This design comes from an exercise in tuning for small area, a short achievable clock period and few clock cycles per item on the open sky130 flow, not from production work. At most, simulation tests tie the RTL to the original design; equivalence was not proved. No functional check of the RTL was part of runs 1 to 5. Power is estimated from default activity; no workload was simulated.

### design/flow/design.v
package bcls_pkg;
   localparam int MAX_LANES      = 16;
   localparam int MAX_CHUNK_BITS = 32;
   localparam int CSR_IDX_W      = 2;
   localparam int CSR_DATA_W     = 16;
   localparam int BUF_W          = MAX_CHUNK_BITS + 7;    
   localparam int ACC_W          = MAX_CHUNK_BITS + 7;    
   localparam logic [CSR_IDX_W-1:0] REG_CHUNK_WIDTH = 2'd0;
   localparam logic [CSR_IDX_W-1:0] REG_LANE_COUNT  = 2'd1;
   localparam logic [CSR_IDX_W-1:0] REG_LANE_ENABLE = 2'd2;
endpackage
import bcls_pkg::*;
module bit_chunk_lane_splitter_unit
(
   input  logic                  clock,
   input  logic                  reset,
   input  logic                  req_valid,
   output logic                  req_ready,
   input  logic                  req_action,
   input  logic [7:0]            req_data_byte,
   output logic                  rsp_valid,
   input  logic                  rsp_ready,
   output logic [3:0]            rsp_lane,
   output logic [7:0]            rsp_out_byte,
   output logic                  rsp_last,
   input  logic                  csr_we,
   input  logic [CSR_IDX_W-1:0]  csr_index,
   input  logic [CSR_DATA_W-1:0] csr_data
);
   logic [5:0]  cw_q;                  
   logic [4:0]  lc_q;                  
   logic [15:0] en_q;
   logic [BUF_W-1:0] buf_q;
   logic [5:0]       pl_q;
   logic [3:0]       idx_q;
   logic [5:0]       sk_q;              
   logic             fol_q;             
   logic             fsh_q;             
   logic [15:0][7:0] pm_q;
   logic        in_v_q, in_act_q;
   logic [7:0]  in_byte_q;
   logic [31:0] e_data_q;
   logic [2:0]  e_n_q;                 
   logic [3:0]  e_lane_q;
   logic        e_last_q;              
   logic        e_pend_q;              
   logic [6:0]  cur_pd_q;
   logic [2:0]  cur_pc_q;
   logic [15:0] nz, idx_oh, fcand;
   logic [3:0]  fnext, ra;
   logic [7:0]  rd_m;
   logic [2:0]  rd_pc;
   logic [6:0]  rd_pd;
   for (genvar i = 0; i < 16; i++) begin : g_nz
      assign nz[i] = pm_q[i][7:1] != 7'd0;
   end
   always_comb begin
      for (int i = 0; i < 16; i++) idx_oh[i] = idx_q == 4'(i);
      fcand = fsh_q ? (nz & ~idx_oh) : (nz & en_q);
      fnext = '0;
      for (int i = 15; i >= 0; i--) if (fcand[i]) fnext = 4'(i);
   end
   assign rd_m = pm_q[ra];
   always_comb begin
      rd_pc = '0;
      for (int k = 1; k < 8; k++) begin
         if (rd_m[k]) rd_pc = 3'(k);
      end
      for (int k = 0; k < 7; k++) begin
         rd_pd[k] = rd_m[k] && ((rd_m >> (k + 1)) != 8'd0);
      end
   end
   logic             idx_lt_l, idx_end, few;
   logic [7:0]       in_byte;
   logic [BUF_W-1:0] full;
   logic [31:0]      chunk;
   logic [ACC_W-1:0] acc;
   logic [5:0]       tgt;
   logic [2:0]       nres;
   logic [6:0]       leftover;
   logic             lane_on, yields;
   logic [3:0]       rem_sh;
   logic [7:0]       rem;
   logic [5:0]       remn;
   logic             sw, rem_ge;
   logic f_lt_q, f_ge8_q, f_rg_q, f_ilt_q, f_iend_q, f_i2_q;
   logic [3:0] ra_q;
   assign idx_lt_l = f_ilt_q;
   assign idx_end  = f_iend_q;
   assign few    = fol_q && (pl_q <= 6'd8);
   assign in_byte = fol_q ? 8'd0 : in_byte_q;
   assign full    = buf_q | (BUF_W'(in_byte) << pl_q);
   always_comb begin
      for (int k = 0; k < 32; k++) chunk[k] = full[k] & (6'(k) < cw_q);
   end
   assign acc     = ACC_W'(cur_pd_q) | (ACC_W'(chunk) << cur_pc_q);
   assign tgt     = 6'(cur_pc_q) + cw_q;
   assign nres    = tgt[5:3];
   always_comb begin
      case (nres)
         3'd0:    leftover = acc[6:0];
         3'd1:    leftover = acc[14:8];
         3'd2:    leftover = acc[22:16];
         3'd3:    leftover = acc[30:24];
         default: leftover = acc[38:32];
      endcase
   end
   assign lane_on = en_q[idx_q];
   assign yields  = lane_on && (nres != 3'd0);
   assign rem_sh  = fol_q ? cw_q[3:0] : 4'(cw_q - pl_q);
   assign rem     = (fol_q ? buf_q[7:0] : in_byte_q) >> rem_sh;
   assign remn    = {3'd0, pl_q[2:0] - cw_q[2:0]};
   assign sw      = cw_q[5:3] == 3'd0;
   assign rem_ge  = f_rg_q;
   logic acc_chunk, acc_corner;
   logic fol_chunk, fol_skip, fol_exit;
   logic take, e_free, yield_next;
   logic do_acc, do_data, do_flush, chunk_step, chunk_final;
   logic res_nonlast, resolve_last;
   logic load_chunk, load_flush;
   assign acc_chunk  = idx_lt_l && f_lt_q && f_ge8_q;
   assign acc_corner = idx_lt_l && !f_lt_q;
   assign fol_chunk  = fol_q && (sk_q == 6'd0) && idx_lt_l && !f_lt_q;
   assign fol_skip   = fol_q && (sk_q != 6'd0);
   assign fol_exit   = fol_q && (sk_q == 6'd0) && !(idx_lt_l && !f_lt_q);
   assign take       = rsp_valid && rsp_ready;
   assign e_free     = (e_n_q == 3'd0) || ((e_n_q == 3'd1) && take);
   assign yield_next = acc_chunk && yields;
   assign do_acc     = in_v_q && !fol_q && !fsh_q && (in_act_q || !(yield_next && !e_free));
   assign do_data    = do_acc && !in_act_q;
   assign do_flush   = do_acc && in_act_q;
   assign req_ready  = fol_q ? (fol_exit || (chunk_step && chunk_final))
                             : (!in_v_q || (do_acc && !(do_data && (acc_corner || (acc_chunk && more1)))));
   always_ff @(posedge clock) begin
      if (reset) begin
         in_v_q <= 1'b0;
      end else if (req_valid && req_ready) begin
         in_v_q <= 1'b1;
      end else if (do_acc) begin
         in_v_q <= 1'b0;
      end
   end
   always_ff @(posedge clock) begin
      if (req_valid && req_ready) begin
         in_act_q  <= req_action;
         in_byte_q <= req_data_byte;
      end
   end
   assign chunk_step = !reset && ((do_data && acc_chunk) || (fol_chunk && (!yields || e_free)));
   assign chunk_final = idx_end || (!(fol_q && !few) && !rem_ge);
   logic more1, more2, next_yields, few_path;
   assign few_path    = !(fol_q && !few);
   assign more1       = !idx_end && rem_ge;
   assign more2       = more1 && ({1'b0, remn[2:0]} >= {cw_q[2:0], 1'b0}) && f_i2_q;
   assign next_yields = en_q[idx_q + 4'd1] && ((6'(rd_pc) + cw_q) >= 6'd8);
   assign res_nonlast  = e_pend_q && fol_chunk && yields;
   assign resolve_last = e_pend_q && (fol_exit || (fol_chunk && !yields && chunk_final));
   assign load_chunk = chunk_step && yields;
   assign load_flush = fsh_q && e_free;
   assign ra         = ra_q;
   always_ff @(posedge clock) begin
      if (reset) begin
         cur_pd_q <= '0;
         cur_pc_q <= '0;
      end else if (do_flush) begin
         cur_pd_q <= '0;
         cur_pc_q <= '0;
      end else if (chunk_step && idx_end && (idx_q == 4'd0) && lane_on) begin
         cur_pd_q <= leftover;
         cur_pc_q <= tgt[2:0];
      end else if (chunk_step || ((do_data || fol_exit) && !idx_lt_l)) begin
         cur_pd_q <= rd_pd;
         cur_pc_q <= rd_pc;
      end
   end
   assign rsp_valid    = (e_n_q > 3'd1) || ((e_n_q == 3'd1) && !e_pend_q);
   assign rsp_last     = (e_n_q == 3'd1) && e_last_q;
   assign rsp_lane     = e_lane_q;
   assign rsp_out_byte = e_data_q[7:0];
   logic [5:0] wr_w;
   logic [4:0] wr_l;
   always_comb begin
      if (csr_data[5:0] == 6'd0)     wr_w = 6'd1;
      else if (csr_data[5:0] > 6'd32) wr_w = 6'd32;
      else                            wr_w = csr_data[5:0];
      if (csr_data[4:0] == 5'd0)     wr_l = 5'd1;
      else if (csr_data[4:0] > 5'd16) wr_l = 5'd16;
      else                            wr_l = csr_data[4:0];
   end
   logic [5:0]  cw_n;
   logic [4:0]  lc_n;
   logic [15:0] en_n;
   always_comb begin
      cw_n = cw_q;
      lc_n = lc_q;
      en_n = en_q;
      if (reset) begin
         cw_n = 6'd8;
         lc_n = 5'd1;
         en_n = 16'd1;
      end else if (csr_we) begin
         case (csr_index)
            REG_CHUNK_WIDTH: cw_n = wr_w;
            REG_LANE_COUNT:  lc_n = wr_l;
            REG_LANE_ENABLE: en_n = csr_data;
            default: ;
         endcase
      end
   end
   always_ff @(posedge clock) begin
      cw_q <= cw_n;
      lc_q <= lc_n;
      en_q <= en_n;
   end
   logic [BUF_W-1:0] buf_n;
   logic [5:0]       pl_n, sk_n;
   logic [3:0]       idx_n;
   logic             fol_n, fsh_n;
   always_comb begin
      buf_n = buf_q;
      pl_n  = pl_q;
      idx_n = idx_q;
      sk_n  = sk_q;
      fol_n = fol_q;
      fsh_n = fsh_q;
      if (reset) begin
         buf_n = '0;
         pl_n  = '0;
         idx_n = '0;
         sk_n  = '0;
         fol_n = 1'b0;
         fsh_n = 1'b0;
      end else if (do_flush) begin
         buf_n = '0;
         pl_n  = '0;
         idx_n = fnext;
         fsh_n = fcand != 16'd0;
      end else if (load_flush) begin
         idx_n = fnext;
         fsh_n = fcand != 16'd0;
      end else if (do_data && !idx_lt_l) begin
         buf_n = '0;
         pl_n  = '0;
         idx_n = '0;
      end else if (do_data && !acc_chunk) begin
         buf_n = full;
         pl_n  = pl_q + 6'd8;
         fol_n = acc_corner;
      end else if (fol_skip) begin
         buf_n = buf_q >> 1;
         pl_n  = pl_q - 6'd1;
         sk_n  = sk_q - 6'd1;
      end else if (fol_exit) begin
         fol_n = 1'b0;
         if (!idx_lt_l) begin
            buf_n = '0;
            pl_n  = '0;
            idx_n = '0;
         end
      end else if (chunk_step) begin
         if (idx_end) begin
            buf_n = '0;
            pl_n  = '0;
            idx_n = '0;
            fol_n = 1'b0;
         end else begin
            idx_n = idx_q + 4'd1;
            if (fol_q && !few) begin
               sk_n = cw_q;
            end else begin
               buf_n = BUF_W'(rem);
               pl_n  = remn;
               fol_n = rem_ge;
            end
         end
      end
   end
   always_ff @(posedge clock) begin
      buf_q <= buf_n;
      pl_q  <= pl_n;
      idx_q <= idx_n;
      sk_q  <= sk_n;
      fol_q <= fol_n;
      fsh_q <= fsh_n;
   end
   always_ff @(posedge clock) begin
      f_lt_q   <= pl_n < cw_n;
      f_ge8_q  <= (pl_n + 6'd8) >= cw_n;
      f_rg_q   <= (cw_n[5:3] == 3'd0) && (3'(pl_n[2:0] - cw_n[2:0]) >= cw_n[2:0]);
      f_ilt_q  <= ix_ilt;
      f_iend_q <= ix_iend;
      f_i2_q   <= ix_i2;
      ra_q     <= fsh_n ? idx_n : ix_ra;
   end
   logic [4:0] ia, ib;
   logic       ix_ilt, ix_iend, ix_i2;
   logic [3:0] ix_ra;
   assign ia = {1'b0, idx_q};
   assign ib = {1'b0, idx_q} + 5'd1;
   always_comb begin
      ix_ilt  = ia < lc_n;
      ix_iend = (ia + 5'd1) >= lc_n;
      ix_i2   = (ia + 5'd2) < lc_n;
      ix_ra   = ((ia + 5'd1) >= lc_n) ? 4'd0 : ib[3:0];
      if (reset || do_flush || load_flush || (do_data && !idx_lt_l)
          || (fol_exit && !idx_lt_l) || (chunk_step && idx_end)) begin
         ix_ilt  = 1'b1;
         ix_iend = lc_n == 5'd1;
         ix_i2   = lc_n > 5'd2;
         ix_ra   = (lc_n == 5'd1) ? 4'd0 : 4'd1;
      end else if (chunk_step) begin
         ix_ilt  = ib < lc_n;
         ix_iend = (ib + 5'd1) >= lc_n;
         ix_i2   = (ib + 5'd2) < lc_n;
         ix_ra   = ((ib + 5'd1) >= lc_n) ? 4'd0 : 4'(ib + 5'd1);
      end
   end
   logic [7:0]  pm_wd;
   logic [15:0] pm_we;
   assign pm_wd = chunk_step ? ({1'b0, leftover} | (8'd1 << tgt[2:0])) : 8'd1;
   always_comb begin
      for (int i = 0; i < 16; i++) begin
         pm_we[i] = reset || (do_flush && !en_q[i]) || (load_flush && idx_oh[i])
                    || (chunk_step && lane_on && idx_oh[i]);
      end
   end
   always_ff @(posedge clock) begin
      for (int i = 0; i < 16; i++) begin
         if (pm_we[i]) pm_q[i] <= pm_wd;
      end
   end
   always_ff @(posedge clock) begin
      if (reset) begin
         e_n_q    <= 3'd0;
         e_pend_q <= 1'b0;
      end else if (load_chunk) begin
         e_n_q    <= nres;
         e_pend_q <= few_path ? more2 : !idx_end;
      end else if (load_flush) begin
         e_n_q    <= 3'd1;
         e_pend_q <= 1'b0;
      end else begin
         if (take) e_n_q <= e_n_q - 3'd1;
         if (res_nonlast || resolve_last) e_pend_q <= 1'b0;
      end
   end
   always_ff @(posedge clock) begin
      if (load_chunk) begin
         e_data_q <= acc[31:0];
         e_lane_q <= idx_q;
         e_last_q <= !(few_path && more1 && !more2 && next_yields);
      end else if (load_flush) begin
         e_data_q[7:0] <= {1'b0, rd_pd};
         e_lane_q <= idx_q;
         e_last_q <= fcand == 16'd0;
      end else begin
         if (take) e_data_q[23:0] <= e_data_q[31:8];
         if (res_nonlast) e_last_q <= 1'b0;
      end
   end
endmodule
### design/flow/run.sh
#!/bin/bash
# synth_recipe.tcl (not shown) runs the flow's synth.tcl, then flattens the netlist and writes it again
# the make line also repeats each setting of config.mk as NAME=value (left out here)
make -C /OpenROAD-flow-scripts/flow DESIGN_CONFIG=/design/flow/config.mk WORK_HOME=/design/flow/orfs CLKGATE_MAP_FILE= SYNTH_SCRIPT=/design/flow/synth_recipe.tcl finish
### design/flow/config.mk
export PLATFORM = sky130hd
export DESIGN_NAME = bit_chunk_lane_splitter_unit
export DESIGN_NICKNAME = bit_chunk_lane_splitter_unit
export VERILOG_FILES = /design/flow/design.v
export SDC_FILE = /design/flow/constraint.sdc
export NUM_CORES = 4
export LEC_CHECK = 0
export CAP_MARGIN = 20
export CORE_MARGIN = 2
export CORE_UTILIZATION = 40
export SETUP_SLACK_MARGIN = 2.4
export SLEW_MARGIN = 20
### design/flow/constraint.sdc
create_clock -name core_clock -period 6.5 [get_ports {clock}]
set_input_delay 1.3000 -clock core_clock [delete_from_list [all_inputs] [get_ports {clock}]]
set_output_delay 1.3000 -clock core_clock [all_outputs]
set_load 0.01 [all_outputs]
==> metrics.md, run 1 <==
| Metric | Value |
|---|---|
| Largest family of logic cells by synthesized area | compound AO/OA/AOI/OAI gates |
| Seq/Total Area, Yosys | 38.4% |
| Total wire length | 72100 microns |
| Die area | 50000 sq um |
| Max-Cap Viols | 0 |
| Clk root buf | clkbuf_16 |
| Area after DPL | 20300 sq um |
| Post-synthesis compound-gate area fraction | 24.9% |
| Hold Startpoint | buf_q[13] |
| Row count | 80 |
| Rel. slew slack | 30.1% |
| Endpoints failing hold | 0 |
| Critical path fanouts, max | 2 |
| Count of cell types in the netlist | 105 |
| CP Launch Type | flop |
| Cell family with most CP delay | compound AO/OA/AOI/OAI gates |
| IO buf count | 46 |
| Crit path cell chain | ha_4, fa_2, a21oi_4, mux2i_4, o2bb2ai_4, buf_6, o31ai_4, a21oi_2, nor3b_2, a31oi_4, buf_6 |
| Mapped Cells | 2143 |
| CTS Buf Count | 34 |
| Share of cells above drive strength 1 | 15.4% |
| Clock transition at the registers of the reported paths | 70 ps |
| Dpl hpwl | 51000 microns |
| CTS sink count | 283 |
| # setup viols final | 0 |
| Dpl ws | 1290 ps |
| Die height | 224 microns |
| Mux contribution to synthesized area | 8.08% |
| Setup TNS | 0 ps |
| DR iter-0 viols | 2193 |
| Number of enable flip-flop cells after synthesis | 174 |
| CP Launch Point | cw_q[0] |
| Number of remaining DRC errors | 0 |
| CP Data Required Time | 5200 ps |
| Vias in the first global route | 17465 |
| Post-synth top flop | edfxtp_1 |
| Placed cells | 2697 |
| Initial antenna violation count | 1 |
| Period utilization | 65.2% |
| Via count | 18265 |
| GRT Residual Overflow | 0 |
| Count leader, synth | nand2_1 |
| Worst Path Buf+Inv | 2 |
| Worst VDD drop | 0.000273 V |
| Setup CP Type | flop to primary output |
| Hold buffers post-CTS | 0 |
| F_max | 236 MHz |
| Syn Std Cell Area | 19300 sq um |
| Commonest cells in the netlist | nand2_1, a21oi_1, edfxtp_1 |
| PD cells | 349 nW/um^2 |
| CTS tree | yes |
| Top-area cell type share of the netlist area | 27.1% |
| Synth area leaders | edfxtp_1, dfxtp_1, a21oi_1 |
| Crit-path most repeated cell | buf_6 |
| DR WL/cell | 25.7 microns |
| Worst Path Arrival | 2940 ps |
| Clock latency at the later pin of the worst-skew pair | 560 ps |
| RR Startpoint | cw_q[0] |
| Fin crit period | 4240 ps |
| First-pass iteration count of the detailed router | 6 |
| Measured slew at the worst slew-check pin | 1040 ps |
| H-Tree Depth | 2 |
| Crit-path slowest cell | fa_2 |
| Nets | 2260 |
| Layout area overhead | 15.5% |
| RSZ-0062 raised after global routing | true |
| IO Count | 47 |
| Synth warn | 1 |
| Gpl congestion | 0.986 |
| Vias/cell | 6.51 |
| Post-route setup slack | 2260 ps |
| Post-Syn Area per Cell | 9.01 sq um |
| Placeable core area | 47600 sq um |
| Static Leak | 7.77 nW |
| Syn nets | 2241 |
| Hold WC Path Type | flop to flop |
| Clock skew | 16.0 ps |
| Status | no timing/DRC/antenna violations |
| Final std cells w/o fill | 2804 |
| Post-synthesis register bit count | 283 |
| First-pass GRT wire length | 109000 microns |
| GRT Overall Usage | 28.2% |
| Post-route cell area | 22300 sq um |
| Crit. End Element | primary output |
| Die W | 224 microns |
| Post-synthesis async set-or-reset flop share | 0% |
| Initial Util | 40.5% |
| Final Slew Violations | 0 |
| Simple-gate area share of the yosys netlist | 18.9% |
| Critical Path Max Stage Delay | 410 ps |
| Yosys top cell by area | edfxtp_1 |
| Synth Area in XOR/XNOR | 0.771% |
| Antenna Nets Post-Route | 0 |
| Fin Hold WS | 463 ps |
| Adder-Cell Fraction of Synth Area | 4.47% |
| Largest net degree at the start of global routing | 52 |
| Bufs on Longest Clock Path | 3 |
[worst register-to-register path: stages (launching register included)]
cell and delay, ps:
dfxtp_2 340, ha_4 160, fa_2 420, a21oi_4 210, mux2i_4 300, o2bb2ai_4 190, o22ai_4 110, and2_4 170
o31ai_1 250, a21oi_2 80, nor4_2 200, o22ai_1 120, ha_2 190, inv_2 60, fa_2 420, ha_1 280
a21boi_2 150, o21ai_1 80, a2111oi_2 290
[report_power, final]
| group | leakage [nW] | internal, mW | switching (mW) |
|---|---|---|---|
| logic | 4.59 | 1.23 | 2.05 |
| registers | 2.61 | 2.25 | 0.254 |
| clock network | 0.570 | 1.19 | 0.812 |
[sequential cells by signal, indices dropped and copies added (netlist names), 3 cells and up]
signal     count
e_n_q          3
pl_q           6
in_byte_q      8
ra_q           4
pm_q         128
lc_q           5
cur_pd_q       7
en_q          16
buf_q         39
cur_pc_q       3
e_lane_q       4
e_data_q      32
cw_q           6
idx_q          4
sk_q           6
[metal layers]
metal	vias up	global-route usage (%)	wire length [microns]	share of wire (%)
met3	181	4.05	5330	7.4
met5	-	0	0	0
li1	8244	-	-	-
met1	8931	36.6	29500	41
met4	0	12.5	3210	4.4
met2	909	46.9	34100	47
[cells in the final DEF, fill, tap and decap left out, drive strengths merged, types with 45 or more instances in the layout]
cell type	n
a21oi	215
buf	91
dfxtp	109
edfxtp	174
ha	61
inv	50
mux2i	45
nand2	265
nand3	60
nor2	167
nor3	64
o21ai	119
[logic make-up after synthesis]
logic type,after synthesis
muxes,98
DFF,283
xor gates and xnor gates,17
buffers and inverters,208
AOI/OAI and AO/OA,711
adders and majority gates,66
and+or+nand+nor,760
[area by class of cell]
type	count	area [sq um]
fillers	4557	25400
multi-input cells	1653	11500
flip-flops and latches	283	7430
repair buffers	136	1230
clock buffers	39	880
well taps	615	769
clock inverters	22	284
inverters	53	214
repair inverters	1	7.51
diodes	2	5.00
[repair_timing]
action,in CTS,in global routing
cloned,2,1
gates resized for setup,65,39
setup endpoints to repair,274,129
pin swaps,16,7
setup buffers,15,26
[stage by stage]
stage | utilization [%] | total power, mW
after floorplan | - | 4.56
after global routing | 46.8 | 8.14
after global placement | 42.6 | 5.49
after detailed placement | 42.6 | 5.51
after CTS | 45.9 | 7.63
final | 46.8 | 7.78
[worst paths after layout]
kind | to | slack (ps) | cells past startpoint
worst min-delay path | buf_q[13] | 460 | 2
worst max register to register | f_rg_q | 2380 | 18
worst min register to register | buf_q[13] | 460 | 2
worst max-delay path | req_ready | 2260 | 11
==> run 2: changes to the inputs <==
--- a/design/flow/config.mk
+++ b/design/flow/config.mk
@@ -8,5 +8,5 @@
 export CAP_MARGIN = 20
 export CORE_MARGIN = 2
 export CORE_UTILIZATION = 40
-export SETUP_SLACK_MARGIN = 2.4
+export SETUP_SLACK_MARGIN = 3.0
 export SLEW_MARGIN = 20
==> metrics.md, run 2 <==
| Metric | Value |
|---|---|
| CTS sink count | 283 (unchanged) |
| Synth warn | 1 (unchanged) |
| Worst VDD drop | 0.000262 V (-3.9%) |
| First-pass GRT wire length | 112000 microns (+3.2%) |
| Post-synth top flop | edfxtp_1 |
| RR Startpoint | cw_q[1] |
| Count leader, synth | nand2_1 |
| Post-synthesis async set-or-reset flop share | 0% (unchanged) |
| Dpl hpwl | 51000 microns (about the same) |
| Layout area overhead | 22.5% |
| Hold WC Path Type | flop to flop |
| Core Util, Final | 49.6% (+2.8 points) |
| F_max | 234 MHz (-0.65%) |
| Commonest cells in the netlist | nand2_1, a21oi_1, edfxtp_1 |
| Vias/cell | 6.59 (+1.1%) |
| Clock skew | 13.5 ps (-2.52 ps) |
| Hold depth | 2 (unchanged) |
| CTS Buf Count | 34 (unchanged) |
| Commonest non-fill, non-tap cell in the layout | nand2_1 |
| Measured slew at the worst slew-check pin | 914 ps (-130 ps) |
| IO buf count | 46 (unchanged) |
| Largest reg by FF count | pm_q |
| Crit-path slowest cell | a2111o_1 |
| Vias in the first global route | 18224 (+4.3%) |
| Gpl congestion | 0.995 (+0.95%) |
| Initial Util | 40.5% (unchanged) |
| Seq/Total Area, Yosys | 38.4% (unchanged) |
| R2R setup slack | 2240 ps (-140 ps) |
| Placed cells | 2694 (-0.11%) |
| Initial antenna violation count | 1 (unchanged) |
| Setup TNS | 0 ps (unchanged) |
| Crit path cell chain | buf_12, fa_2, a21oi_4, buf_4, buf_6, buf_6, buf_6, buf_6, buf_6, buf_6, buf_6, buf_6, mux2i_4, a31oi_4, buf_6, nor3_1, a32oi_1, o2111ai_1, a2111o_1, o31ai_4, a21oi_1, buf_4 |
| Share of cells above drive strength 1 | 22.5% (+7.1 points) |
| Crit. End Element | flop |
| Clk root buf | clkbuf_16 |
| Clock latency at the later pin of the worst-skew pair | 570 ps (about the same) |
| Reg2Reg Depth | 22 (+4) |
| CP Data Required Time | 6790 ps (+1590 ps) |
| First-pass iteration count of the detailed router | 6 (unchanged) |
| GRT Residual Overflow | 0 (unchanged) |
| Die height | 224 microns (unchanged) |
| Commonest non-fill, non-tap cells in the layout | nand2_1, a21oi_1, edfxtp_1 |
| Final std cells w/o fill | 2873 (+2.5%) |
| Syn Std Cell Area | 19300 sq um (unchanged) |
| Die W | 224 microns (unchanged) |
| Critical R2R Capture | pm_q[94] |
| Mapped Cells | 2143 (unchanged) |
| Rel. slew slack | 38.9% (+8.8 points) |
| CP Launch Type | flop |
| DR iter-0 viols | 2134 (-2.7%) |
| RSZ-0062 raised after global routing | true |
| Nets | 2330 (+3.1%) |
| Row count | 80 (unchanged) |
| IO Count | 47 (unchanged) |
| Number of enable flip-flop cells after synthesis | 174 (unchanged) |
| Post-Syn Area per Cell | 9.01 sq um (unchanged) |
| Static Leak | 8.31 nW (+6.9%) |
| Max-Cap Viols | 0 (unchanged) |
| Post-route setup slack | 2240 ps (-27.5 ps) |
| Top-area cell type share of the netlist area | 27.1% (unchanged) |
| Count of cell types in the netlist | 105 (unchanged) |
| Synth area leaders | edfxtp_1, dfxtp_1, a21oi_1 |
| Largest register FFs | 128 (unchanged) |
| Via count | 18923 (+3.6%) |
| Critical Path Max Stage Delay | 450 ps (+40 ps) |
| Bufs on Longest Clock Path | 3 (unchanged) |
| H-Tree Depth | 2 (unchanged) |
| Worst Hold Path EP | buf_q[13] |
| Setup CP Type | flop to flop |
| Syn nets | 2241 (unchanged) |
| Antenna Nets Post-Route | 0 (unchanged) |
| CTS tree | yes |
| Number of remaining DRC errors | 0 (unchanged) |
| Endpoints failing hold | 0 (unchanged) |
| Period utilization | 65.6% (+0.42 points) |
| PD cells | 345 nW/um^2 (-1.3%) |
| GRT Overall Usage | 29.1% (+0.88 points) |
| Yosys top cell by area | edfxtp_1 |
| Die area | 50000 sq um (unchanged) |
| Post-synthesis register bit count | 283 (unchanged) |
| Total wire length | 74900 microns (+3.8%) |
| Clock transition at the registers of the reported paths | 60 ps (about the same) |
| Fin crit period | 4260 ps (+27.5 ps) |
| Hold Startpoint | buf_q[13] |
| Placeable core area | 47600 sq um (unchanged) |
| Final Slew Violations | 0 (unchanged) |
| Crit-path most repeated cell | buf_6 |
| Largest regs | pm_q x128, buf_q x39, e_data_q x32 |
| Status | no timing/DRC/antenna violations |
| Critical path fanouts, max | 16 (+14) |
| Worst Path Arrival | 4560 ps (+1620 ps) |
| DR WL/cell | 26.1 microns (+1.3%) |
| Largest net degree at the start of global routing | 52 (unchanged) |
| Dpl ws | 1340 ps (+54.3 ps) |
| # setup viols final | 0 (unchanged) |
==> run 2: metal layers <==
metal,vias to the layer above,global-route usage [%],routed length [microns]
met5,-,0,0
met4,0,13.5,3980
met3,268,4.54,6340
met2,1067,48.2,34900
met1,9192,37.5,29700
li1,8396,-,-
==> run 2: logic make-up (layout without fill, tap and decap cells) <==
group,count (synthesis),in the layout,share of synthesized area [%]
mux,98,98,8.08
flops,283,283,38.4
fa+ha+maj,66,66,4.47
xor+xnor,17,17,0.771
other cells,0,1,0
buf+inv,208,320,4.51
simple gates,760,761,18.9
compound gates,711,712,24.9
==> run 2: final cells by class <==
cell class	count	area [sq um]
multi-input combinational	1654	12200
timing repair inverter	1	7.51
clock buffer	48	955
antenna	1	2.50
inverter	53	213
timing repair buffer	205	1910
tap	615	769
clock inverter	13	178
fill	4471	24000
sequential	283	7440
==> run 2: per-stage QoR <==
step	total power [mW]	cell area, sq um	hold WS (ps)
2_1_floorplan	4.58	19400	432
3_3_place_gp	5.48	20300	444
3_5_place_dp	5.51	20300	452
4_1_cts	7.84	22800	463
5_1_grt	8.48	23600	507
6_report	8.15	23600	462
==> run 2: repair_timing <==
action | 4_1_cts | 5_1_grt
setup endpoints to repair | 393 | 272
resized for setup | 174 | 119
gates cloned | 4 | 2
hold buffers | 0 | 0
setup buffers | 59 | 52
pin swaps | 32 | 47
==> run 2: where the power goes <==
group / switching [mW] / internal [mW]
sequential: 0.244 / 2.25
clock: 0.827 / 1.13
combinational: 2.24 / 1.46
==> run 2: worst max-delay path by stage <==
stage | start | endpoint | slack (ps)
6_report | cw_q[1] | pm_q[94] | 2240
5_1_grt | cw_q[0] | f_rg_q | 2170
4_1_cts | cur_pc_q[0] | f_rg_q | 2290
3_5_place_dp | rsp_ready | f_rg_q | 1340
3_3_place_gp | rsp_ready | f_rg_q | 1430
2_1_floorplan | rsp_ready | f_rg_q | 2240
==> run 2: worst max-delay path: cells and delay by family, from the launching register on <==
kind / cells / cell delay, ps
muxes: 1 / 200
DFF: 1 / 380
AOI/OAI and AO/OA: 7 / 1610
adders and majority gates: 1 / 250
buffers and inverters: 12 / 1490
and+or+nand+nor: 1 / 30
==> run 3: changes to the inputs <==
--- a/design/flow/design.v
+++ b/design/flow/design.v
@@ -125,11 +125,11 @@
    assign fol_exit   = fol_q && (sk_q == 6'd0) && !(idx_lt_l && !f_lt_q);
    assign take       = rsp_valid && rsp_ready;
    assign e_free     = (e_n_q == 3'd0) || ((e_n_q == 3'd1) && take);
-   assign yield_next = acc_chunk && yields;
+   assign yield_next = acc_chunk && (sw || lane_on);
    assign do_acc     = in_v_q && !fol_q && !fsh_q && (in_act_q || !(yield_next && !e_free));
    assign do_data    = do_acc && !in_act_q;
    assign do_flush   = do_acc && in_act_q;
-   assign req_ready  = fol_q ? (fol_exit || (chunk_step && chunk_final))
+   assign req_ready  = fol_q ? (fol_exit || (fol_chunk && chunk_final && e_free))
                              : (!in_v_q || (do_acc && !(do_data && (acc_corner || (acc_chunk && more1)))));
    always_ff @(posedge clock) begin
       if (reset) begin
--- a/design/flow/config.mk
+++ b/design/flow/config.mk
@@ -8,5 +8,5 @@
 export CAP_MARGIN = 20
 export CORE_MARGIN = 2
 export CORE_UTILIZATION = 40
-export SETUP_SLACK_MARGIN = 3.0
+export SETUP_SLACK_MARGIN = 2.4
 export SLEW_MARGIN = 20
==> metrics.md, run 3 <==
| Metric | Value |
|---|---|
| Crit. End Element | flop |
| Post-Syn Area per Cell | 9.23 sq um (+2.5%) |
| RSZ-0062 raised after global routing | true |
| Fill cells | 4435 (-0.81%) |
| Total power | 7.91 mW (-2.9%) |
| # setup viols final | 0 (unchanged) |
| Post-synth top flop | edfxtp_1 |
| Worst VDD drop | 0.000235 V (-11%) |
| Via count | 17087 (-9.7%) |
| Worst Path Arrival | 4490 ps (-70 ps) |
| Placeable core area | 46400 sq um (-2.7%) |
| Rel. slew slack | 28.4% (-11 points) |
| Count of cell types in the netlist | 98 (-6.7%) |
| Commonest non-fill, non-tap cells in the layout | nand2_1, a21oi_1, edfxtp_1 |
| Largest net degree at the start of global routing | 62 (+19%) |
| Post-synthesis register bit count | 283 (unchanged) |
| F_max | 248 MHz (+5.7%) |
| DR WL/cell | 24.4 microns (-6.3%) |
| Endpoints failing hold | 0 (unchanged) |
| Largest register FFs | 128 (unchanged) |
| Layout area overhead | 14.6% |
| Number of remaining DRC errors | 0 (unchanged) |
| Yosys top cell by area | edfxtp_1 |
| Gpl congestion | 0.984 (-1.1%) |
| CTS sink count | 283 (unchanged) |
| Bufs on Longest Clock Path | 3 (unchanged) |
| Count leader, synth | nand2_1 |
| Nets | 2130 (-8.6%) |
| Static Leak | 7.28 nW (-12%) |
| Vias/cell | 6.41 (-2.7%) |
| Fin Hold WS | 462 ps (+0.225 ps) |
| Critical path fanouts, max | 24 (+8) |
| Fin crit period | 4030 ps (-230 ps) |
| Synth area leaders | edfxtp_1, dfxtp_1, mux4_2 |
| CTS Buf Count | 35 (+2.9%) |
| Top-area cell type share of the netlist area | 28.0% (+0.90 points) |
| DR iter-0 viols | 1713 (-20%) |
| Seq/Total Area, Yosys | 39.7% (+1.3 points) |
| Commonest non-fill, non-tap cell in the layout | nand2_1 |
| CTS tree | yes |
| First-pass GRT wire length | 99900 microns (-11%) |
| Total wire length | 65100 microns (-13%) |
| H-Tree Depth | 2 (unchanged) |
| Share of cells above drive strength 1 | 15.2% (-7.3 points) |
| Status | no timing/DRC/antenna violations |
| IO Count | 47 (unchanged) |
| Measured slew at the worst slew-check pin | 1070 ps (+160 ps) |
| Die height | 220 microns (-1.6%) |
| Final Slew Violations | 0 (unchanged) |
| Post-synthesis async set-or-reset flop share | 0% (unchanged) |
| Max-Cap Viols | 0 (unchanged) |
| Die area | 48400 sq um (-3.2%) |
| Antenna Nets Post-Route | 0 (unchanged) |
| Clock transition at the registers of the reported paths | 60 ps (about the same) |
| PD cells | 370 nW/um^2 (+7.3%) |
| GRT Overall Usage | 26.8% (-2.3 points) |
| Number of enable flip-flop cells after synthesis | 174 (unchanged) |
| Clock latency at the later pin of the worst-skew pair | 560 ps (about the same) |
| CP Launch Type | flop |
| Setup TNS | 0 ps (unchanged) |
| IO buf count | 46 (unchanged) |
| Dpl hpwl | 47400 microns (-7.1%) |
| CP Data Required Time | 6950 ps (+160 ps) |
| Initial Util | 40.3% (-0.22 points) |
| Initial antenna violation count | 0 (-1) |
| Row count | 79 (-1.3%) |
| Clock skew | 25.8 ps (+12.3 ps) |
| Setup CP Type | flop to flop |
| Hold WC Path Type | flop to flop |
| Clk root buf | clkbuf_16 |
| Vias in the first global route | 16543 (-9.2%) |
| Largest reg by FF count | pm_q |
| Period utilization | 62.1% (-3.5 points) |
| First-pass iteration count of the detailed router | 12 (+6) |
| Largest regs | pm_q x128, buf_q x39, e_data_q x32 |
| Syn nets | 2122 (-5.3%) |
| GRT Residual Overflow | 0 (unchanged) |
| Mapped Cells | 2024 (-5.6%) |
| Antenna diode count | 0 (-1) |
| Die W | 220 microns (-1.6%) |
| Commonest cells in the netlist | nand2_1, a21oi_1, edfxtp_1 |
| Synth warn | 1 (unchanged) |
| Syn Std Cell Area | 18700 sq um (-3.2%) |
[run 3: final timing paths]
kind | startpoint | endpoint | slack (ps) | cells past startpoint
hold / removal | buf_q[0] | buf_q[0] | 460 | 2
setup reg to reg | cw_q[2] | f_rg_q | 2470 | 17
hold reg to reg | buf_q[0] | buf_q[0] | 460 | 2
setup / recovery | cw_q[2] | f_rg_q | 2470 | 17
[run 3: worst max-delay path, stage by stage, from the launching register on]
cell       delay, ps
dfxtp_1          360
buf_12           200
ha_4             240
and3_2           240
o211a_1          300
o21ai_4          250
o311ai_4         130
and2_4           190
nand3_1          110
nor2_1            70
o311ai_1         300
o31ai_2          120
buf_4            160
fa_1             450
xor2_1           190
ha_1             270
o21ai_1           60
a2111oi_1        310
[run 3: cell type report]
class	instances	area, sq um	share of cell area, %
multi-input cells	1536	10800	50.3
flip-flops and latches	283	7440	34.7
repair buffers	123	1080	5.03
clock buffers	39	922	4.31
well taps	607	759	3.55
clock inverters	24	230	1.08
inverters	53	204	0.953
[run 3: kinds of logic after synthesis]
family / share of synthesized area (%)
and+or+nand+nor: 17.8
AOI/OAI and AO/OA: 23.9
DFF: 39.7
buffers and inverters: 4.47
muxes: 8.67
adders and majority gates: 4.62
xor gates and xnor gates: 0.891
[run 3: timing repair]
action / 4_1_cts / 5_1_grt
resized for setup: 55 / 51
hold buffers: 0 / 0
setup buffers: 21 / 13
pin swaps: 16 / 7
hold endpoints to repair: 0 / 0
setup endpoints to repair: 262 / 106
[run 3: layer usage]
metal,share of wire [%],wire [microns],vias to the layer above,track usage (%)
li1,-,-,7802,-
met1,42,27500,8289,35.6
met2,47,30600,831,44.1
met3,7.1,4610,165,3.88
met4,3.7,2410,0,10.1
met5,0,0,-,0
[run 3: power by group]
part | internal (mW) | switching (mW)
Sequential | 2.26 | 0.266
Clock | 1.16 | 0.824
Combinational | 1.23 | 2.18
[run 3: metrics by stage]
stage	worst slack [ps]	utilization (%)	cell area, sq um	instances
final	2470	46.2	21400	2665
after detailed placement	1280	42.3	19600	2568
after CTS	2280	45.6	21100	2652
after floorplan	2190	-	18700	2024
after global placement	1310	42.3	19600	2568
after global routing	2290	46.2	21400	2665
==> run 4: changes to the inputs <==
--- a/design/flow/config.mk
+++ b/design/flow/config.mk
@@ -7,6 +7,6 @@
 export LEC_CHECK = 0
 export CAP_MARGIN = 20
 export CORE_MARGIN = 2
-export CORE_UTILIZATION = 40
+export CORE_UTILIZATION = 55
 export SETUP_SLACK_MARGIN = 2.4
 export SLEW_MARGIN = 20
==> metrics.md, run 4 <==
| Metric | Value |
|---|---|
| Share of cells above drive strength 1 | 15.1% (-0.022 points) |
| Post-route cell area | 21200 sq um (-1.0%) |
| IO Count | 47 (unchanged) |
| Clk root buf | clkbuf_16 |
| Final Slew Violations | 0 (unchanged) |
| F_max | 248 MHz (about the same) |
| Critical path fanouts, max | 16 (-33%) |
| Cell family with most CP delay | compound AO/OA/AOI/OAI gates |
| Hold WC Path Type | flop to flop |
| Commonest cells in the netlist | nand2_1, a21oi_1, edfxtp_1 |
| R2R setup slack | 2460 ps (about the same) |
| First-pass GRT wire length | 99500 microns (-0.39%) |
| Gpl congestion | 0.985 (+0.16%) |
| Initial Util | 55.8% (+16 points) |
| Endpoints failing hold | 0 (unchanged) |
| Antenna Nets Post-Route | 0 (unchanged) |
| Commonest non-fill, non-tap cells in the layout | nand2_1, a21oi_1, edfxtp_1 |
| Simple-gate area share of the yosys netlist | 17.8% (unchanged) |
| Clock latency at the later pin of the worst-skew pair | 580 ps (+20 ps) |
| Seq/Total Area, Yosys | 39.7% (unchanged) |
| Largest family of logic cells by synthesized area | compound AO/OA/AOI/OAI gates |
| Dpl hpwl | 45900 microns (-3.1%) |
| First-pass iteration count of the detailed router | 9 (-3) |
| Synth Area in XOR/XNOR | 0.891% (unchanged) |
| Clock transition at the registers of the reported paths | 60 ps (about the same) |
| Largest register FFs | 128 (unchanged) |
| CTS tree | yes |
| Number of enable flip-flop cells after synthesis | 174 (unchanged) |
| Nets | 2133 (+0.14%) |
| Clock skew | 25.6 ps (-0.170 ps) |
| Max-Cap Viols | 0 (unchanged) |
| Die height | 188 microns (-14%) |
| Total wire length | 65200 microns (+0.20%) |
| CP Launch Type | flop |
| Vias/cell | 6.98 (+8.9%) |
| Bufs on Longest Clock Path | 3 (unchanged) |
| RSZ-0062 raised after global routing | true |
| Syn Std Cell Area | 18700 sq um (unchanged) |
| Synth area leaders | edfxtp_1, dfxtp_1, mux4_2 |
| Final std cells w/o fill | 2509 (-5.9%) |
| CP Data Required Time | 6890 ps (-60 ps) |
| Placeable core area | 33400 sq um (-28%) |
| Worst Path Buf+Inv | 1 (-1) |
| Rel. slew slack | 25.0% (-3.4 points) |
| Largest regs | pm_q x128, buf_q x39, e_data_q x32 |
| DR iter-0 viols | 2170 (+27%) |
| Layout area overhead | 13.4% |
| Largest reg by FF count | pm_q |
| Antenna diode count | 0 (unchanged) |
| IO buf count | 46 (unchanged) |
| Syn nets | 2122 (unchanged) |
| Via count | 17518 (+2.5%) |
| Setup CP Type | flop to flop |
| Synth warn | 1 (unchanged) |
| Adder-Cell Fraction of Synth Area | 4.62% (unchanged) |
| Hold buffers post-CTS | 0 (unchanged) |
| Count leader, synth | nand2_1 |
| DR WL/cell | 26.0 microns (+6.4%) |
| Fill cells | 2811 (-37%) |
| Worst VDD drop | 0.000275 V (+17%) |
| Placed cells | 2406 (-6.3%) |
| Post-synth top flop | edfxtp_1 |
| Setup TNS | 0 ps (unchanged) |
| Post-synthesis async set-or-reset flop share | 0% (unchanged) |
| CTS Buf Count | 34 (-2.9%) |
| Mux contribution to synthesized area | 8.67% (unchanged) |
| Post-synthesis register bit count | 283 (unchanged) |
| Yosys top cell by area | edfxtp_1 |
| Die area | 35400 sq um (-27%) |
| Post-Syn Area per Cell | 9.23 sq um (unchanged) |
| Crit-path slowest cell | nor2b_1 |
| PD cells | 375 nW/um^2 (+1.4%) |
| Crit. End Element | flop |
| Post-synthesis compound-gate area fraction | 23.9% (unchanged) |
| Top-area cell type share of the netlist area | 28.0% (unchanged) |
| Commonest non-fill, non-tap cell in the layout | nand2_1 |
| Vias in the first global route | 16632 (+0.54%) |
| # setup viols final | 0 (unchanged) |
| Die W | 188 microns (-14%) |
| Period utilization | 62.1% (about the same) |
| Number of remaining DRC errors | 0 (unchanged) |
| Status | no timing/DRC/antenna violations |
| H-Tree Depth | 2 (unchanged) |
| Fin crit period | 4040 ps (+1.89 ps) |
| Row count | 67 (-15%) |
| Measured slew at the worst slew-check pin | 1120 ps (+50.6 ps) |
| Initial antenna violation count | 1 (+1) |
| Core Util, Final | 63.3% (+17 points) |
| Largest net degree at the start of global routing | 62 (unchanged) |
| CTS sink count | 283 (unchanged) |
| GRT Overall Usage | 36.4% (+9.6 points) |
| Mapped Cells | 2024 (unchanged) |
| Worst Path Arrival | 4420 ps (-70 ps) |
| Area after DPL | 19400 sq um (-1.2%) |
| Critical Path Max Stage Delay | 680 ps (+230 ps) |
| GRT Residual Overflow | 0 (unchanged) |
| Static Leak | 7.30 nW (+0.24%) |
| Crit path cell chain | nor2b_1, o2111ai_1, o31ai_1, a221o_1, o221ai_1, o22ai_1, nand2_1, a31o_1, a21oi_1, buf_4 |
| Count of cell types in the netlist | 98 (unchanged) |
-- run 4: cell types whose count changed in the layout (fill, tap and decap cells not counted), sizes merged --
cell	previous run	this run
clkinv	18	16
clkdlybuf4s15	0	1
inv	53	52
bufinv	3	2
clkinvlp	3	2
clkbuf	41	44
buf	77	81
-- run 4: what timing repair did --
| item | CTS | global route |
|---|---|---|
| cloned | 0 | 0 |
| setup buffers | 24 | 16 |
| gates resized for setup | 60 | 46 |
| setup endpoints to repair | 294 | 94 |
| pin swaps | 12 | 17 |
-- run 4: final cells by class --
class,instances,area (sq um),share of cell area [%]
multi-input combinational,1536,10800,50.8
timing repair buffer,127,1110,5.22
tap,448,561,2.65
clock inverter,19,191,0.904
clock buffer,43,926,4.37
inverter,53,204,0.963
sequential,283,7440,35.1
-- run 4: tightest hold or removal path: stages, from the launching register on --
cell and delay, ps:
dfxtp_1 310, nand2_1 50, o21ai_1 50
-- run 4: worst paths after layout --
check / depth (start not counted) / from / to
setup reg to reg: 10 / pl_q[4] / pm_q[36]
setup / recovery: 10 / pl_q[4] / pm_q[36]
hold reg to reg: 2 / buf_q[0] / buf_q[0]
hold / removal: 2 / buf_q[0] / buf_q[0]
-- run 4: report_power, final --
| part | leakage [nW] | internal [mW] | switching, mW |
|---|---|---|---|
| Sequential | 2.61 | 2.26 | 0.301 |
| Combinational | 4.14 | 1.26 | 2.20 |
| Clock | 0.551 | 1.11 | 0.809 |
| Total | 7.30 | 4.63 | 3.31 |
-- run 4: per-stage QoR --
stage	hold slack, ps	worst slack (ps)	power, mW
6_report	455	2460	7.94
5_1_grt	477	2280	8.29
4_1_cts	453	2370	7.71
3_5_place_dp	443	964	5.68
3_3_place_gp	441	1060	5.65
2_1_floorplan	428	2190	4.69
-- run 4: kinds of logic (layout without fill, tap and decap cells) --
| kind of cell | count (synthesis) | count (layout) |
|---|---|---|
| muxes | 98 | 98 |
| DFF | 283 | 283 |
| adders and majority gates | 66 | 66 |
| and+or+nand+nor | 690 | 690 |
| AOI/OAI and AO/OA | 663 | 663 |
| xor gates and xnor gates | 19 | 19 |
| buffers and inverters | 205 | 242 |
-- run 4: layer usage --
metal | track usage, % | vias to the layer above | part of all wire (%)
met5 | 0 | - | 0
met4 | 19.3 | 0 | 5.9
met3 | 5.29 | 223 | 8.9
met2 | 58.6 | 1032 | 46
met1 | 47.8 | 8459 | 39
li1 | - | 7804 | -
==> run 5: changes to the inputs <==
--- a/design/flow/config.mk
+++ b/design/flow/config.mk
@@ -7,6 +7,6 @@
 export LEC_CHECK = 0
 export CAP_MARGIN = 20
 export CORE_MARGIN = 2
-export CORE_UTILIZATION = 55
-export SETUP_SLACK_MARGIN = 2.4
+export CORE_UTILIZATION = 40
+export SETUP_SLACK_MARGIN = 2.0
 export SLEW_MARGIN = 20
==> metrics.md, run 5 <==
| Metric | Value |
|---|---|
| Worst VDD drop | 0.000223 V (-19%) |
| PD cells | 372 nW/um^2 (-0.81%) |
| Initial Util | 40.3% (-16 points) |
| Row count | 79 (+18%) |
| Max-Cap Viols | 0 (unchanged) |
| Commonest non-fill, non-tap cells in the layout | nand2_1, a21oi_1, edfxtp_1 |
| Post-route cell area | 21100 sq um (-0.57%) |
| Top-area cell type share of the netlist area | 28.0% (unchanged) |
| Share of cells above drive strength 1 | 12.1% (-3.1 points) |
| Status | no timing/DRC/antenna violations |
| First-pass GRT wire length | 98300 microns (-1.1%) |
| Worst Path Buf+Inv | 2 (+1) |
| Commonest non-fill, non-tap cell in the layout | nand2_1 |
| Area after DPL | 19700 sq um (+1.3%) |
| Mapped Cells | 2024 (unchanged) |
| IO Count | 47 (unchanged) |
| Cell family with most CP delay | compound AO/OA/AOI/OAI gates |
| DR iter-0 viols | 2073 (-4.5%) |
| Setup TNS | 0 ps (unchanged) |
| Clock transition at the registers of the reported paths | 60 ps (about the same) |
| Syn nets | 2122 (unchanged) |
| Hold buffers post-CTS | 0 (unchanged) |
| Final std cells w/o fill | 2648 (+5.5%) |
| Fin crit period | 4460 ps (+428 ps) |
| First-pass iteration count of the detailed router | 8 (-1) |
| Clock skew | 16.5 ps (-9.12 ps) |
| Via count | 17148 (-2.1%) |
| GRT Overall Usage | 26.4% (-10 points) |
| Vias in the first global route | 16227 (-2.4%) |
| CP Data Required Time | 6970 ps (+80 ps) |
| Static Leak | 7.18 nW (-1.7%) |
| Synth warn | 1 (unchanged) |
| Nets | 2112 (-0.98%) |
| Final Slew Violations | 0 (unchanged) |
| Fill cells | 4396 (+56%) |
| Critical path fanouts, max | 6 (-10) |
| Synth area leaders | edfxtp_1, dfxtp_1, mux4_2 |
| # setup viols final | 0 (unchanged) |
| Yosys top cell by area | edfxtp_1 |
| RSZ-0062 raised after global routing | true |
| IO buf count | 46 (unchanged) |
| Syn Std Cell Area | 18700 sq um (unchanged) |
| Setup CP Type | primary input to flop |
| Die height | 220 microns (+17%) |
| Count of cell types in the netlist | 98 (unchanged) |
| Gpl congestion | 0.992 (+0.67%) |
| Die W | 220 microns (+17%) |
| Initial antenna violation count | 2 (+1) |
| Clk root buf | clkbuf_16 |
| Clock latency at the later pin of the worst-skew pair | 570 ps (about the same) |
| Period utilization | 68.7% (+6.6 points) |
| Vias/cell | 6.48 (-7.3%) |
| CTS Buf Count | 36 (+5.9%) |
| Post-synth top flop | edfxtp_1 |
| Layout area overhead | 12.8% |
| H-Tree Depth | 2 (unchanged) |
| CTS tree | yes |
| Largest register FFs | 128 (unchanged) |
| Dpl hpwl | 47200 microns (+2.7%) |
| Number of enable flip-flop cells after synthesis | 174 (unchanged) |
| Endpoints failing hold | 0 (unchanged) |
| Measured slew at the worst slew-check pin | 1040 ps (-80.2 ps) |
| Count leader, synth | nand2_1 |
| Number of remaining DRC errors | 0 (unchanged) |
| Antenna Nets Post-Route | 0 (unchanged) |
| Bufs on Longest Clock Path | 3 (unchanged) |
| Largest regs | pm_q x128, buf_q x39, e_data_q x32 |
| Total wire length | 64800 microns (-0.59%) |
| CTS sink count | 283 (unchanged) |
| GRT Residual Overflow | 0 (unchanged) |
| Placed cells | 2573 (+6.9%) |
| Critical Path Max Stage Delay | 590 ps (-90 ps) |
| Die area | 48400 sq um (+37%) |
| Crit. End Element | flop |
| Crit path cell chain | dlygate4sd2_1, nand3b_1, a21o_1, a211oi_2, o211a_1, buf_4, nand3_1, o311ai_0, o31ai_2, fa_1, ha_1, a21boi_0, o21ai_0, a2111oi_2 |
| CP Launch Type | primary input |
| Seq/Total Area, Yosys | 39.7% (unchanged) |
| Worst Path Arrival | 4930 ps (+510 ps) |
| Crit-path slowest cell | o311ai_0 |
| Hold WC Path Type | flop to flop |
| Largest reg by FF count | pm_q |
| DR WL/cell | 24.5 microns (-5.8%) |
| Largest net degree at the start of global routing | 62 (unchanged) |
| Rel. slew slack | 30.4% (+5.3 points) |
| Post-synthesis register bit count | 283 (unchanged) |
| F_max | 224 MHz (-9.6%) |
| Post-Syn Area per Cell | 9.23 sq um (unchanged) |
| Post-synthesis async set-or-reset flop share | 0% (unchanged) |
| Commonest cells in the netlist | nand2_1, a21oi_1, edfxtp_1 |
| Placeable core area | 46400 sq um (+39%) |
==> run 5: cell counts after synthesis <==
Identical to the previous run, type by type.
==> run 5: cell type report <==
type	count	area (sq um)	area share (%)
Inverter	53	204	0.968
Antenna cell	1	2.50	0.0119
Clock inverter	22	233	1.10
Sequential cell	283	7430	35.3
Clock buffer	42	945	4.48
Multi-Input combinational cell	1536	10600	50.1
Timing Repair Buffer	104	930	4.41
Tap cell	607	759	3.61
==> run 5: report_power, final <==
group	switching [mW]	leakage, nW	internal [mW]	total, mW
clock network	0.852	0.569	1.14	1.99
registers	0.281	2.61	2.26	2.54
logic	2.12	4.00	1.19	3.30
total	3.25	7.18	4.58	7.83
==> run 5: per-stage QoR <==
step / util [%] / power, mW / setup WS, ps / hold WS, ps
detailed placement: 42.4 / 5.70 / 887 / 440
global route: 45.4 / 8.24 / 1840 / 496
floorplan: - / 4.68 / 2030 / 428
CTS: 45.1 / 7.75 / 1850 / 450
finish: 45.4 / 7.83 / 2040 / 454
global placement: 42.4 / 5.68 / 999 / 441
==> run 5: cells by family (layout without fill, tap and decap cells) <==
logic type,Yosys count,in the layout,synth area share (%)
XOR/XNOR,19,19,0.891
buffers and inverters,205,221,4.47
AO/OA/AOI/OAI,663,663,23.9
multiplexers,98,98,8.67
other,0,1,0
AND/OR/NAND/NOR,690,690,17.8
flip-flops,283,283,39.7
adder cells (fa/ha/maj),66,66,4.62
==> run 5: final timing paths <==
kind	end	cells after the start	startpoint	slack, ps
max	f_rg_q	14	rsp_ready	2040
min	buf_q[0]	2	buf_q[0]	450
max reg2reg	f_rg_q	17	cw_q[2]	2040
min reg2reg	buf_q[0]	2	buf_q[0]	450
==> run 5: worst register-to-register path: stages, from the launching register on <==
cell	delay [ps]
dfxtp_1	320
buf_12	170
ha_1	370
and3_1	260
o211a_1	290
o21ai_2	250
o311ai_4	130
and2_1	180
buf_4	170
nand3_1	130
nor2_1	60
o311ai_0	480
o31ai_2	210
fa_1	510
ha_1	290
a21boi_0	160
o21ai_0	120
a2111oi_2	300
==> run 5: per-layer routing <==
layer  vias to the layer above  GRT usage, %  share of wire [%]
met5                         -             0                  0
met4                         0          9.66                3.6
met3                       161          4.24                7.9
met2                       908          42.5                 46
met1                      8329          35.8                 42
li1                       7750             -                  -
==> run 5: what timing repair did <==
| action | in CTS | in global routing |
|---|---|---|
| endpoints found under the setup margin | 36 | 52 |
| gates resized for setup | 22 | 21 |
| pin swaps | 6 | 5 |
| hold endpoints to repair | 0 | 0 |
| buffers inserted | 3 | 7 |
==> run 6: changes to the inputs <==
--- a/design/flow/design.v
+++ b/design/flow/design.v
@@ -30,6 +30,9 @@
    logic [5:0]  cw_q;                  
    logic [4:0]  lc_q;                  
    logic [15:0] en_q;
+   logic [5:0]  cw_n;                  
+   logic [4:0]  lc_n;
+   logic [15:0] en_n;
    logic [BUF_W-1:0] buf_q;
    logic [5:0]       pl_q;
    logic [3:0]       idx_q;
@@ -45,6 +48,7 @@
    logic        e_last_q;              
    logic        e_pend_q;              
    logic [6:0]  cur_pd_q;
+   logic        ypc_q;              
    logic [2:0]  cur_pc_q;
    logic [15:0] nz, idx_oh, fcand;
    logic [3:0]  fnext, ra;
@@ -106,7 +110,7 @@
       endcase
    end
    assign lane_on = en_q[idx_q];
-   assign yields  = lane_on && (nres != 3'd0);
+   assign yields  = lane_on && ypc_q;
    assign rem_sh  = fol_q ? cw_q[3:0] : 4'(cw_q - pl_q);
    assign rem     = (fol_q ? buf_q[7:0] : in_byte_q) >> rem_sh;
    assign remn    = {3'd0, pl_q[2:0] - cw_q[2:0]};
@@ -117,7 +121,7 @@
    logic take, e_free, yield_next;
    logic do_acc, do_data, do_flush, chunk_step, chunk_final;
    logic res_nonlast, resolve_last;
-   logic load_chunk, load_flush;
+   logic load_flush;
    assign acc_chunk  = idx_lt_l && f_lt_q && f_ge8_q;
    assign acc_corner = idx_lt_l && !f_lt_q;
    assign fol_chunk  = fol_q && (sk_q == 6'd0) && idx_lt_l && !f_lt_q;
@@ -155,24 +159,29 @@
    assign next_yields = en_q[idx_q + 4'd1] && ((6'(rd_pc) + cw_q) >= 6'd8);
    assign res_nonlast  = e_pend_q && fol_chunk && yields;
    assign resolve_last = e_pend_q && (fol_exit || (fol_chunk && !yields && chunk_final));
-   assign load_chunk = chunk_step && yields;
    assign load_flush = fsh_q && e_free;
    assign ra         = ra_q;
-   always_ff @(posedge clock) begin
-      if (reset) begin
-         cur_pd_q <= '0;
-         cur_pc_q <= '0;
-      end else if (do_flush) begin
-         cur_pd_q <= '0;
-         cur_pc_q <= '0;
+   logic [6:0] cur_pd_n;
+   logic [2:0] cur_pc_n;
+   always_comb begin
+      cur_pd_n = cur_pd_q;
+      cur_pc_n = cur_pc_q;
+      if (reset || do_flush) begin
+         cur_pd_n = '0;
+         cur_pc_n = '0;
       end else if (chunk_step && idx_end && (idx_q == 4'd0) && lane_on) begin
-         cur_pd_q <= leftover;
-         cur_pc_q <= tgt[2:0];
+         cur_pd_n = leftover;
+         cur_pc_n = tgt[2:0];
       end else if (chunk_step || ((do_data || fol_exit) && !idx_lt_l)) begin
-         cur_pd_q <= rd_pd;
-         cur_pc_q <= rd_pc;
+         cur_pd_n = rd_pd;
+         cur_pc_n = rd_pc;
       end
    end
+   always_ff @(posedge clock) begin
+      cur_pd_q <= cur_pd_n;
+      cur_pc_q <= cur_pc_n;
+      ypc_q    <= (6'(cur_pc_n) + cw_n) >= 6'd8;
+   end
    assign rsp_valid    = (e_n_q > 3'd1) || ((e_n_q == 3'd1) && !e_pend_q);
    assign rsp_last     = (e_n_q == 3'd1) && e_last_q;
    assign rsp_lane     = e_lane_q;
@@ -187,9 +196,6 @@
       else if (csr_data[4:0] > 5'd16) wr_l = 5'd16;
       else                            wr_l = csr_data[4:0];
    end
-   logic [5:0]  cw_n;
-   logic [4:0]  lc_n;
-   logic [15:0] en_n;
    always_comb begin
       cw_n = cw_q;
       lc_n = lc_q;
@@ -329,13 +335,15 @@
          if (pm_we[i]) pm_q[i] <= pm_wd;
       end
    end
+   logic load_e;
+   assign load_e = chunk_step && e_free;
    always_ff @(posedge clock) begin
       if (reset) begin
          e_n_q    <= 3'd0;
          e_pend_q <= 1'b0;
-      end else if (load_chunk) begin
-         e_n_q    <= nres;
-         e_pend_q <= few_path ? more2 : !idx_end;
+      end else if (load_e) begin
+         e_n_q    <= yields ? nres : 3'd0;
+         e_pend_q <= yields && (few_path ? more2 : !idx_end);
       end else if (load_flush) begin
          e_n_q    <= 3'd1;
          e_pend_q <= 1'b0;
@@ -345,7 +353,7 @@
       end
    end
    always_ff @(posedge clock) begin
-      if (load_chunk) begin
+      if (load_e) begin
          e_data_q <= acc[31:0];
          e_lane_q <= idx_q;
          e_last_q <= !(few_path && more1 && !more2 && next_yields);
--- a/design/flow/config.mk
+++ b/design/flow/config.mk
@@ -8,5 +8,5 @@
 export CAP_MARGIN = 20
 export CORE_MARGIN = 2
 export CORE_UTILIZATION = 40
-export SETUP_SLACK_MARGIN = 2.0
+export SETUP_SLACK_MARGIN = 2.4
 export SLEW_MARGIN = 20
==> metrics.md, run 6 <==
| Metric | Value |
|---|---|
| Critical Path Max Stage Delay | 570 ps (-20 ps) |
| CP Launch Type | flop |
| Post-synthesis compound-gate area fraction | 22.5% (-1.5 points) |
| CTS sink count | 284 (+0.35%) |
| GRT Residual Overflow | 0 (unchanged) |
| # setup viols final | 0 (unchanged) |
| Crit. End Element | primary output |
| Die W | 221 microns (+0.45%) |
| Initial antenna violation count | 0 (-2) |
| Clock transition at the registers of the reported paths | 60 ps (about the same) |
| Die area | 48900 sq um (+0.90%) |
| Seq/Total Area, Yosys | 39.4% (-0.25 points) |
| Layout area overhead | 15.3% |
| Hold buffers post-CTS | 0 (unchanged) |
| Dpl hpwl | 47800 microns (+1.4%) |
| Count leader, synth | a21oi_1 |
| Synth warn | 1 (unchanged) |
| Mapped Cells | 2029 (+0.25%) |
| Clock skew | 27.9 ps (+11.4 ps) |
| Worst Path Arrival | 2900 ps (-2030 ps) |
| DR iter-0 viols | 1969 (-5.0%) |
| Gpl congestion | 0.980 (-1.2%) |
| Clock latency at the later pin of the worst-skew pair | 570 ps (about the same) |
| GRT Overall Usage | 26.8% (+0.38 points) |
| Number of enable flip-flop cells after synthesis | 174 (unchanged) |
| Setup TNS | 0 ps (unchanged) |
| Die height | 221 microns (+0.45%) |
| Crit-path most repeated cell | mux4_2 |
| Share of cells above drive strength 1 | 15.7% (+3.6 points) |
| Hold WC Path Type | flop to flop |
| F_max | 238 MHz (+6.2%) |
| Antenna Nets Post-Route | 0 (unchanged) |
| Static Leak | 7.74 nW (+7.9%) |
| Cell family with most CP delay | multiplexers |
| First-pass GRT wire length | 103000 microns (+4.7%) |
| Vias/cell | 6.49 (+0.23%) |
| Vias in the first global route | 16730 (+3.1%) |
| Syn Std Cell Area | 18800 sq um (+0.92%) |
| First-pass iteration count of the detailed router | 6 (-2) |
| Nets | 2155 (+2.0%) |
| Yosys top cell by area | edfxtp_1 |
| Placed cells | 2583 (+0.39%) |
| Post-synthesis async set-or-reset flop share | 0% (unchanged) |
| Final std cells w/o fill | 2685 (+1.4%) |
| Commonest non-fill, non-tap cells in the layout | a21oi_1, nand2_1, nor2_1 |
| Bufs on Longest Clock Path | 3 (unchanged) |
| Initial Util | 40.5% (+0.20 points) |
| Post-Syn Area per Cell | 9.29 sq um (+0.67%) |
| Post-synth top flop | edfxtp_1 |
| Largest regs | pm_q x128, buf_q x39, e_data_q x32 |
| Via count | 17427 (+1.6%) |
| IO Count | 47 (unchanged) |
| Largest net degree at the start of global routing | 66 (+6.5%) |
| PD cells | 349 nW/um^2 (-6.2%) |
| Critical path fanouts, max | 6 (unchanged) |
| Endpoints failing hold | 0 (unchanged) |
| Adder-Cell Fraction of Synth Area | 4.95% (+0.33 points) |
| Post-synthesis register bit count | 284 (+0.35%) |
| Crit-path slowest cell | mux4_2 |
| Worst VDD drop | 0.000255 V (+15%) |
| Total wire length | 67700 microns (+4.4%) |
| CTS Buf Count | 35 (-2.8%) |
| Max-Cap Viols | 0 (unchanged) |
| Largest register FFs | 128 (unchanged) |
| Syn nets | 2132 (+0.47%) |
| Simple-gate area share of the yosys netlist | 18.2% (+0.41 points) |
| Rel. slew slack | 28.7% (-1.7 points) |
| Clk root buf | clkbuf_16 |
| Mux contribution to synthesized area | 9.75% (+1.1 points) |
| Row count | 79 (unchanged) |
| Crit path cell chain | mux4_2, mux4_2, o21ai_2, o31ai_1, o21ai_1, nor2_1, a21oi_2, buf_2 |
| Final Slew Violations | 0 (unchanged) |
| H-Tree Depth | 2 (unchanged) |
| CP Data Required Time | 5200 ps (-1770 ps) |
| Setup CP Type | flop to primary output |
| Worst Path Buf+Inv | 1 (-1) |
| Commonest cells in the netlist | a21oi_1, nand2_1, nor2_1 |
| Placeable core area | 46600 sq um (+0.43%) |
| Status | no timing/DRC/antenna violations |
| Number of remaining DRC errors | 0 (unchanged) |
| Period utilization | 64.7% (-4.0 points) |
| Fin crit period | 4200 ps (-261 ps) |
| Measured slew at the worst slew-check pin | 1060 ps (+14.1 ps) |
| Largest reg by FF count | pm_q |
| IO buf count | 46 (unchanged) |
| DR WL/cell | 25.2 microns (+3.0%) |
| Count of cell types in the netlist | 95 (-3.1%) |
| RSZ-0062 raised after global routing | true |
| Synth area leaders | edfxtp_1, dfxtp_1, mux4_2 |
| Total power | 7.58 mW (-3.2%) |
| CTS tree | yes |
| Synth Area in XOR/XNOR | 1.02% (+0.13 points) |
| Top-area cell type share of the netlist area | 27.7% (-0.25 points) |
| Largest family of logic cells by synthesized area | compound AO/OA/AOI/OAI gates |
## run 6: cell families (layout without fill, tap and decap cells)
| kind of cell | count (synthesis) | in the layout |
|---|---|---|
| AOI/OAI and AO/OA | 653 | 653 |
| xor gates and xnor gates | 22 | 22 |
| adders and majority gates | 71 | 71 |
| buffers and inverters | 188 | 236 |
| DFF | 284 | 284 |
| muxes | 110 | 110 |
| other | 0 | 1 |
| and+or+nand+nor | 701 | 701 |
## run 6: through the flow
stage	util, %	area, sq um	setup slack, ps	hold WS (ps)
floorplan	-	18900	2330	432
finish	46.7	21700	2300	465
detailed placement	42.6	19800	1090	453
CTS	46.0	21400	2290	462
global route	46.7	21700	2210	474
global placement	42.6	19800	1130	443
## run 6: metal layers
metal	track usage, %	part of all wire [%]
met5	0	0
met4	10.8	4.1
met3	3.88	7.5
met2	43.6	47
met1	35.8	42
## run 6: layout make-up
class	instances	area, sq um
clock buffers	38	887
inverters	44	180
well taps	607	759
clock inverters	24	269
flip-flops and latches	284	7460
repair buffers	129	1160
fillers	4384	24800
multi-input cells	1557	11000
diodes	1	2.50
repair inverters	1	5.00
## run 6: power by group
part           switching [mW]  internal, mW  leakage, nW
Combinational            1.97          1.11         4.58
Sequential              0.245          2.25         2.62
Clock                   0.844          1.16        0.550
## run 6: repair_timing
item	in CTS	in global routing
pin swaps	7	6
resized for setup	55	38
cloned	1	0
endpoints found under the hold margin	0	0
endpoints found under the setup margin	237	106
buffers inserted	21	17
## run 6: tightest hold or removal path, delay by kind of cell (launching register included)
family          cells  cell delay (ps)
buf+inv             1               50
compound gates      1               60
flops               1              310
## run 6: worst paths after layout
check	startpoint	to	slack, ps	depth (start not counted)
setup / recovery	idx_q[1]	req_ready	2300	8
hold / removal	buf_q[35]	buf_q[35]	460	2
setup reg to reg	idx_q[1]	f_rg_q	2420	13
hold reg to reg	buf_q[35]	buf_q[35]	460	2
Testbench counts of run 6, summed over its fixed seeds: cycles 5,766, items 4,211.

[port drivers added, routing unchanged]
Ports are ideal in the flow. The routed layouts listed here were re-timed in OpenROAD. Step 1 assumes that a clkbuf_16 drives the clock port and a buf_2 every other input. Step 2 times the ports against the registers' clock, not the clock port: input delays grow and output delays shrink by t, the midpoint of the rising clock arrivals with the driver on. Slacks: ideal ports / drivers / drivers and shift; pairs: ideal ports / drivers.
| run | t, ns | slack for setup (ns) | latest minus earliest clock arrival (ns) |
|---|---|---|---|
| run 1 | 0.616 | 2.263 / 2.202 / 1.778 | 0.016 / 0.016 |
| run 2 | 0.625 | 2.236 / 2.214 / 1.881 | 0.014 / 0.013 |
| run 3 | 0.604 | 2.466 / 2.433 / 1.893 | 0.026 / 0.026 |
| run 4 | 0.617 | 2.464 / 2.464 / 1.873 | 0.026 / 0.026 |
| run 5 | 0.619 | 2.036 / 2.036 / 1.451 | 0.016 / 0.017 |
| run 6 | 0.616 | 2.297 / 2.240 / 1.885 | 0.028 / 0.028 |
After both steps every run listed still meets setup and hold. For run 4, which loses most, drivers alone change the setup slack by 0.000 ns; drivers and shift together by -0.591 ns.
